Context: an optimization exercise on an open-source flow, tuned for small area, a short achievable clock period and few clock cycles per item. The choices shown serve that exercise and are no tape-out recipe. Where RTL was checked, it was by simulation tests only, not by an equivalence proof against the original. No activity file was given, so power comes from the tool's default toggle rates.

// overwriting_record_stack_drain_unit
module overwriting_record_stack_drain_unit #(
    parameter int DEPTH        = 16,
    parameter int RECORD_BYTES = 8
) (
    input  logic        i_clk,
    input  logic        i_rst_n,
    input  logic        in_valid,
    output logic        in_ready,
    input  logic        in_opcode,
    input  logic [63:0] in_entry_data,
    input  logic        in_reserve_slot,
    output logic        out_valid,
    input  logic        out_ready,
    output logic        out_is_header,
    output logic [63:0] out_record_data,
    output logic [4:0]  out_header_count,
    output logic [4:0]  out_popped,
    output logic        out_last,
    input  logic        cfg_valid,
    output logic        cfg_ready,
    input  logic [4:0]  cfg_data
);
    logic [ors_pkg::DEPTH-1:0]  w_we;
    logic [ors_pkg::DEPTH-1:0]  w_rsel;
    logic [63:0]                w_rdata;
    logic                       w_ld_rec;
    logic                       w_ld_hdr;
    logic [4:0]                 w_hdr_popped;
    logic                       w_hdr_rsv;
    assign cfg_ready = 1'b1;
    ors_ctrl u_ctrl (
        .i_clk          (i_clk),
        .i_rst_n        (i_rst_n),
        .i_in_valid     (in_valid),
        .i_opcode       (in_opcode),
        .i_reserve_slot (in_reserve_slot),
        .i_cfg_valid    (cfg_valid),
        .i_cfg_data     (cfg_data),
        .i_out_ready    (out_ready),
        .o_in_ready     (in_ready),
        .o_out_valid    (out_valid),
        .o_we           (w_we),
        .o_rsel         (w_rsel),
        .o_ld_rec       (w_ld_rec),
        .o_ld_hdr       (w_ld_hdr),
        .o_hdr_popped   (w_hdr_popped),
        .o_hdr_rsv      (w_hdr_rsv)
    );
    ors_ram #(
        .WIDTH (8 * RECORD_BYTES),
        .DEPTH (ors_pkg::DEPTH)
    ) u_ram (
        .i_clk   (i_clk),
        .i_we    (w_we),
        .i_wdata (in_entry_data),
        .i_rsel  (w_rsel),
        .o_rdata (w_rdata)
    );
    ors_dp u_dp (
        .i_clk          (i_clk),
        .i_ld_rec       (w_ld_rec),
        .i_ld_hdr       (w_ld_hdr),
        .i_rdata        (w_rdata),
        .i_hdr_popped   (w_hdr_popped),
        .i_hdr_rsv      (w_hdr_rsv),
        .o_is_header    (out_is_header),
        .o_record_data  (out_record_data),
  ...
clock: 4.0 ns
lec_check: 0
abc_clock_period_in_ps: 2200
cap_margin: 20
core_margin: 2
core_utilization: 60
setup_slack_margin: 1.8
slew_margin: 20
run.sh (not shown) runs the stock make flow with config.mk's settings and CLKGATE_MAP_FILE= SYNTH_SCRIPT=/design/flow/synth_recipe.tcl, a recipe that flattens the netlist after the stock synthesis.
The first run finished clean.
Edit:
ABC_CLOCK_PERIOD_IN_PS = default   (was 2200)
CORE_UTILIZATION = 40   (was 60)
After rerunning: The changed run completed with no timing, DRC or antenna violations; synthesized cell count is unchanged; sequential share of layout area fell by 0.82 points; utilization fell by 24 points; worst setup slack is worse by 0.043 ns; non-clock buffer count rose by 4; via count fell slightly; wire length rose by a few percent.
Edit:
ABC_CLOCK_PERIOD_IN_PS = 2200   (was default)
CTS_BUF_LIST = sky130_fd_sc_hd__clkbuf_8   (was default)
CTS_CLUSTER_SIZE = 30   (was default)
Result: Sequential cell count stays the same; synthesized cell count is unchanged; core utilization came out lower by 0.39 points; first-iteration DRC count drops by 3.2%; area after synthesis does not change; hold slack is about the same; maximum frequency grows by 3.0%; worst setup slack improved by 0.074 ns; via count hardly moves; design area went down by 0.78%.
No functional check of the RTL was part of any run of this note.

* * *

overwriting_record_stack_drain_unit, a different RTL version from the one above (not shown whole).
Size in the first run: roughly 1400 flip-flops.
Settings: LEC_CHECK=0, ABC_AREA=1, ABC_CLOCK_PERIOD_IN_PS=2000, CAP_MARGIN=20, CORE_MARGIN=2, CORE_UTILIZATION=40, CTS_CLUSTER_DIAMETER=100, CTS_CLUSTER_SIZE=25, SETUP_SLACK_MARGIN=2.0, SLEW_MARGIN=20; clock period 4.0 ns.
The baseline passed the timing, DRC and antenna checks.
Then changed:
--- a/flow/config.mk
+++ b/flow/config.mk
@@ -6,5 +6,4 @@
 export NUM_CORES = 4
 export LEC_CHECK = 0
-export ABC_AREA = 1
 export ABC_CLOCK_PERIOD_IN_PS = 2000
 export CAP_MARGIN = 20
@@ -15,2 +14,3 @@
 export SETUP_SLACK_MARGIN = 2.0
 export SLEW_MARGIN = 20
+export TNS_END_PERCENT = 10
Outcome: The changed run ran to the end with no violations; first-iteration DRC count climbs by about 15%; total power rose by 1.4%; synthesized area is lower by about 2.4%.
Then changed:
--- a/flow/config.mk
+++ b/flow/config.mk
@@ -6,5 +6,6 @@
 export NUM_CORES = 4
 export LEC_CHECK = 0
-export ABC_CLOCK_PERIOD_IN_PS = 2000
+export ABC_AREA = 1
+export ABC_CLOCK_PERIOD_IN_PS = 2200
 export CAP_MARGIN = 20
 export CORE_MARGIN = 2
@@ -12,5 +13,4 @@
 export CTS_CLUSTER_DIAMETER = 100
 export CTS_CLUSTER_SIZE = 25
-export SETUP_SLACK_MARGIN = 2.0
+export SETUP_SLACK_MARGIN = 1.8
 export SLEW_MARGIN = 20
-export TNS_END_PERCENT = 10
=> Worst setup slack is better by 0.066 ns. Synthesized area is higher by a few percent. Final cell count is higher by about a fifth. Wire length is lower by a few percent.
Then changed:
--- a/flow/config.mk
+++ b/flow/config.mk
@@ -6,5 +6,4 @@
 export NUM_CORES = 4
 export LEC_CHECK = 0
-export ABC_AREA = 1
 export ABC_CLOCK_PERIOD_IN_PS = 2200
 export CAP_MARGIN = 20
@@ -15,2 +14,3 @@
 export SETUP_SLACK_MARGIN = 1.8
 export SLEW_MARGIN = 20
+export TNS_END_PERCENT = 10
The new run finished with timing, DRC and antenna clean.
Routed wire length goes up slightly.
Worst setup slack gets worse by 0.11 ns.
Power is higher slightly.
Final cell count goes down by about a fifth.
Via count went down by roughly a tenth.
Count of clock-buffer cells in the layout climbs by 9.
Synthesized cell count came out lower by a quarter to a third.
Final area shrinks slightly.
Area after synthesis falls by a few percent.
Global-route usage rises by 0.70 points.
Function was not checked in any run of this note: the RTL went through the layout flow alone.

* * *

run 1:
Starting RTL as in the previous note.
Settings: LEC_CHECK=0, ABC_CLOCK_PERIOD_IN_PS=2200, CAP_MARGIN=20, CORE_MARGIN=2, CORE_UTILIZATION=60, CTS_CLUSTER_DIAMETER=100, CTS_CLUSTER_SIZE=25, SETUP_SLACK_MARGIN=1.8, SLEW_MARGIN=20, TNS_END_PERCENT=10; clock period 4.0 ns.
Modified inputs, run 2 compared to run 1
# run 1
export LEC_CHECK = 0
export ABC_CLOCK_PERIOD_IN_PS = 2200
export CAP_MARGIN = 20
export CORE_MARGIN = 2
export CORE_UTILIZATION = 60
export CTS_CLUSTER_DIAMETER = 100
export CTS_CLUSTER_SIZE = 25
export SETUP_SLACK_MARGIN = 1.8
export SLEW_MARGIN = 20
export TNS_END_PERCENT = 10
create_clock -name core_clock -period 4.0 [get_ports {i_clk}]
# run 2
export LEC_CHECK = 0
export ABC_CLOCK_PERIOD_IN_PS = 2200
export CAP_MARGIN = 20
export CORE_MARGIN = 2
export CORE_UTILIZATION = 40
export CTS_CLUSTER_DIAMETER = 100
export CTS_CLUSTER_SIZE = 25
export SETUP_SLACK_MARGIN = 1.8
export SLEW_MARGIN = 20
create_clock -name core_clock -period 4.0 [get_ports {i_clk}]
--- outcome ---
- Sort run 2 and run 1 by via count, ascending, and run 2 comes first.
- From run 2 to run 1, aggregate global routing overflow did not move at all.
- Cmp run 2 and run 1 / chip width / higher: run 2
- | final cell utilization of the core | lower: run 2 |
- | final estimated routing congestion in global placement | run 2 vs run 1 | 0.095 lower |
- Run 1 -> run 2: fraction of area in multi-input gates flat
- Power: lower on run 1
Edits applied to the flow inputs when going from run 2 to run 3:
# run 2
export LEC_CHECK = 0
export ABC_CLOCK_PERIOD_IN_PS = 2200
export CAP_MARGIN = 20
export CORE_MARGIN = 2
export CORE_UTILIZATION = 40
export CTS_CLUSTER_DIAMETER = 100
export CTS_CLUSTER_SIZE = 25
export SETUP_SLACK_MARGIN = 1.8
export SLEW_MARGIN = 20
create_clock -name core_clock -period 4.0 [get_ports {i_clk}]
# run 3
export LEC_CHECK = 0
export ABC_CLOCK_PERIOD_IN_PS = 2200
export CAP_MARGIN = 20
export CORE_MARGIN = 2
export CORE_UTILIZATION = 40
export CTS_CLUSTER_DIAMETER = 80
export CTS_CLUSTER_SIZE = 20
export SETUP_SLACK_MARGIN = 1.8
export SLEW_MARGIN = 20
export TNS_END_PERCENT = 10
create_clock -name core_clock -period 4.0 [get_ports {i_clk}]
==> results.txt <==
Run 2 has a higher amount of wire on met3 after detailed routing than run 3. Summary of run 3 over run 2: switching share of power went down; cell count after placement roughly the same; internal portion of total power now sits higher; met2 track demand over resource in global routing roughly the same. Run 3 vs run 2, areal power density over the cells went up by 12 mW/mm2. Diff run 3..run 2 | sequential area share after synthesis | unchanged. In run 3, the minimum clock period came out 0.062 ns above the value in run 2.
No functional check of the RTL was part of any run of this note.

* * *

overwriting_record_stack_drain_unit, a different RTL version from the one above (not shown whole).
Size in the first run: about 4300 cells after synthesis, about 0.056 sq mm of cells after synthesis.
==> flow/config.mk <==
export PLATFORM = sky130hd
export DESIGN_NAME = overwriting_record_stack_drain_unit
export DESIGN_NICKNAME = overwriting_record_stack_drain_unit
export VERILOG_FILES = /design/flow/design.v
export SDC_FILE = /design/flow/constraint.sdc
export NUM_CORES = 4
export LEC_CHECK = 0
export ABC_AREA = 1
export ABC_CLOCK_PERIOD_IN_PS = 2200
export CAP_MARGIN = 20
export CORE_MARGIN = 2
export CORE_UTILIZATION = 40
export CTS_CLUSTER_DIAMETER = 100
export CTS_CLUSTER_SIZE = 25
export SETUP_SLACK_MARGIN = 1.9
export SLEW_MARGIN = 20
==> flow/constraint.sdc <==
create_clock -name core_clock -period 4.0 [get_ports {i_clk}]
set_input_delay 0.8000 -clock core_clock [delete_from_list [all_inputs] [get_ports {i_clk}]]
set_output_delay 0.8000 -clock core_clock [all_outputs]
set_load 0.01 [all_outputs]
Testbench counts at the start, summed over its fixed seeds: cycles 4,048, items 3,840.
Rerun with:
ABC_AREA = default   (was 1)
SETUP_SLACK_MARGIN = 1.6   (was 1.9)
=> The changed run produced a clean layout. Die area falls by about 2.5%. Power falls by about 4%. Clock skew rises by 0.0038 ns. Global-route usage rises by 0.84 points. Register-to-register slack gets worse by 0.33 ns. Sequential cell count stays the same. Core utilization falls by 0.63 points. Setup slack gets worse by 0.27 ns. Non-clock buffer count falls by 93.
Rerun with:
ABC_AREA = 1   (was default)
SETUP_SLACK_MARGIN = 1.8   (was 1.6)
The changed run completed with no timing, DRC or antenna violations.
Critical path depth falls by 8.
Setup slack improves by 0.27 ns.
Non-clock buffer count rises by 55.
Core utilization rises by 0.12 points.
Design area rises by 3.0%.
Fmax rises by 12%.
Synthesized cell count rises by 35%.
Total power rises by 2.8%.

* * *

overwriting_record_stack_drain_unit, a different RTL version from the one above (not shown whole).
Size: roughly 3000 cells after synthesis, ~1400 flip-flops.
make LEC_CHECK=0 CAP_MARGIN=20 CORE_MARGIN=2 CORE_UTILIZATION=40 SETUP_SLACK_MARGIN=1.8 SLEW_MARGIN=20 finish   # period 4.0 ns
The baseline completed with no timing, DRC or antenna violations.
Testbench counts at the start, summed over its fixed seeds: cycles 4,021, items 3,840.
Rerun with:
Settings changed: SETUP_SLACK_MARGIN 1.8 to default.
Count of clock-buffer cells in the layout came out higher by 3.
First-iteration DRC count fell slightly.
Design area went down by a few percent.
Synthesized cell count is unchanged.
Synthesized area does not change.
Non-clock buffer count went down by 161.
Via count shrinks by a few percent.
Die area stays the same.

* * *

build 79:
RTL: one of the versions met above, not the one the previous note started from.
Size in the first run: about 160 I/O pins.
make LEC_CHECK=0 ABC_AREA=1 ABC_CLOCK_PERIOD_IN_PS=2200 CAP_MARGIN=20 CORE_MARGIN=2 CORE_UTILIZATION=40 CTS_CLUSTER_DIAMETER=100 CTS_CLUSTER_SIZE=25 SETUP_SLACK_MARGIN=1.7 SLEW_MARGIN=20 finish   # period 4.0 ns
Testbench counts of build 79, summed over its fixed seeds: cycles 4,048, items 3,840.
### build 79 -> build 54
Settings: SETUP_SLACK_MARGIN: 1.7 -> 1.9; TNS_END_PERCENT: unset -> 10.
### Flow results
Build 54 did not stop at any stage, and its layout met the timing, DRC and antenna checks.
Build 79 → build 54: number of well taps held, setup slack increased by 0.092 ns relative to the old numbers.
The detailed-route wire length per cell of build 54 is higher than that of build 79.
Per the comparison of build 54 with build 79, final wirelength went up 2.1%; filler cell count held.
Comparing build 79 and build 54, core occupancy in the finished layout is higher on build 54.
Build 54 ends up with higher fmax than build 79 does.
The met3 track utilization from global routing in build 54 was lower than what build 79 gave.
Setup changes, build 54 to build 83
Settings: swapping 1.9 for 1.8 in SETUP_SLACK_MARGIN; clearing ABC_AREA, which used to be 1; clearing TNS_END_PERCENT, which used to be 10.
==> results.txt <==
Build 54 → build 83: routed wire length rose by about 5.4%, register-to-register slack went down 0.23 ns, cell count now sits lower. In build 83, the fraction of the cycle the final worst path needs came out 5.0 points above the value in build 54. The part of the total power dissipated in the clock network on build 54 is in line with that on build 83. Build 83 vs build 54 — design area dropped slightly. For the fraction of area in registers, build 83 came in 0.42 points higher than build 54 did. [compare] base=build 54 new=build 83: final setup skew moved up, total number of multi-input combinational cells moved down. Setup slack (higher): build 54. Global-route wire length before repair on build 83 is up relative to build 54.

* * *

overwriting_record_stack_drain_unit, a different RTL version from the one above (not shown whole).
Size: about 3300 cells after synthesis, about 1400 flip-flops, ~160 I/O pins.
Settings: LEC_CHECK=0, ABC_CLOCK_PERIOD_IN_PS=2200, CAP_MARGIN=20, CORE_MARGIN=2, CORE_UTILIZATION=40, CTS_CLUSTER_DIAMETER=70, CTS_CLUSTER_SIZE=30, SETUP_SLACK_MARGIN=1.8, SLEW_MARGIN=20; clock period 4.0 ns.
The starting point completed without violations.
Testbench counts at the start, summed over its fixed seeds: cycles 4,048, items 3,840.
Then changed:
--- a/flow/config.mk
+++ b/flow/config.mk
@@ -10,6 +10,6 @@
 export CORE_MARGIN = 2
 export CORE_UTILIZATION = 40
-export CTS_CLUSTER_DIAMETER = 70
-export CTS_CLUSTER_SIZE = 30
+export CTS_CLUSTER_DIAMETER = 100
+export CTS_CLUSTER_SIZE = 25
 export SETUP_SLACK_MARGIN = 1.8
 export SLEW_MARGIN = 20
- power drops by 6.3%
- routed wire length drops by 0.57%
- worst setup slack is better by 0.17 ns

[afterwards: timing with drivers on the ports]
How much do the figures lean on ideal ports? The routed layouts below were timed once more, with nothing changed but the port constraints. Step 1: set_driving_cell puts a clkbuf_16 on i_clk and a buf_2 on each other input, an assumption about the parent block. Step 2 times the ports against the registers' clock, not the clock port: input delays grow and output delays shrink by t, the midpoint of the rising clock arrivals with the driver on. a / b / c = ideal ports / drivers / drivers and shift; a / b = the first two.
| run | t, ns | slack for setup (ns) | clock arrival spread, ns | pins driven straight from the clock port |
|---|---|---|---|---|
| the first run of note 1 | 0.818 | 1.499 / 1.499 / 0.943 | 0.032 / 0.032 | 1 |
| the second run of note 1 | 0.840 | 1.457 / 1.457 / 0.926 | 0.056 / 0.057 | 1 |
| the third run of note 1 | 0.989 | 1.530 / 1.473 / 0.609 | 0.069 / 0.070 | 1 |
| the first run of note 2 | 0.762 | 1.678 / 1.600 / 1.357 | 0.067 / 0.067 | 1 |
| the second run of note 2 | 0.765 | 1.638 / 1.638 / 1.231 | 0.056 / 0.056 | 1 |
| the third run of note 2 | 0.758 | 1.704 / 1.628 / 1.101 | 0.059 / 0.059 | 1 |
| the fourth run of note 2 | 0.760 | 1.597 / 1.527 / 0.966 | 0.053 / 0.053 | 1 |
| run 1 | 0.725 | 1.616 / 1.571 / 0.955 | 0.028 / 0.028 | 1 |
| run 2 | 0.746 | 1.667 / 1.667 / 1.001 | 0.039 / 0.039 | 1 |
| run 3 | 0.790 | 1.605 / 1.534 / 0.961 | 0.065 / 0.066 | 1 |
| the first run of note 4 | 0.750 | 1.835 / 1.759 / 1.216 | 0.046 / 0.046 | 1 |
| the second run of note 4 | 0.769 | 1.570 / 1.562 / 0.848 | 0.036 / 0.036 | 1 |
| the third run of note 4 | 0.748 | 1.839 / 1.764 / 1.277 | 0.041 / 0.041 | 1 |
| the first run of note 5 | 0.836 | 0.839 / 0.839 / 0.292 | 0.053 / 0.053 | 1 |
| the second run of note 5 | 0.847 | 0.312 / 0.312 / 0.178 | 0.029 / 0.029 | 1 |
| build 79 | 0.748 | 1.698 / 1.729 / 0.999 | 0.043 / 0.043 | 1 |
| build 54 | 0.762 | 1.789 / 1.714 / 1.150 | 0.029 / 0.029 | 1 |
| build 83 | 0.730 | 1.587 / 1.587 / 1.048 | 0.044 / 0.044 | 1 |
| the first run of note 7 | 0.776 | 1.292 / 1.292 / 0.994 | 0.072 / 0.072 | 1 |
| the second run of note 7 | 0.756 | 1.461 / 1.461 / 0.995 | 0.034 / 0.034 | 1 |
After both steps setup and hold are still met in every run listed. The setup slack of the third run of note 1, which loses most, moves by -0.057 ns with the drivers and by -0.921 ns with both steps.
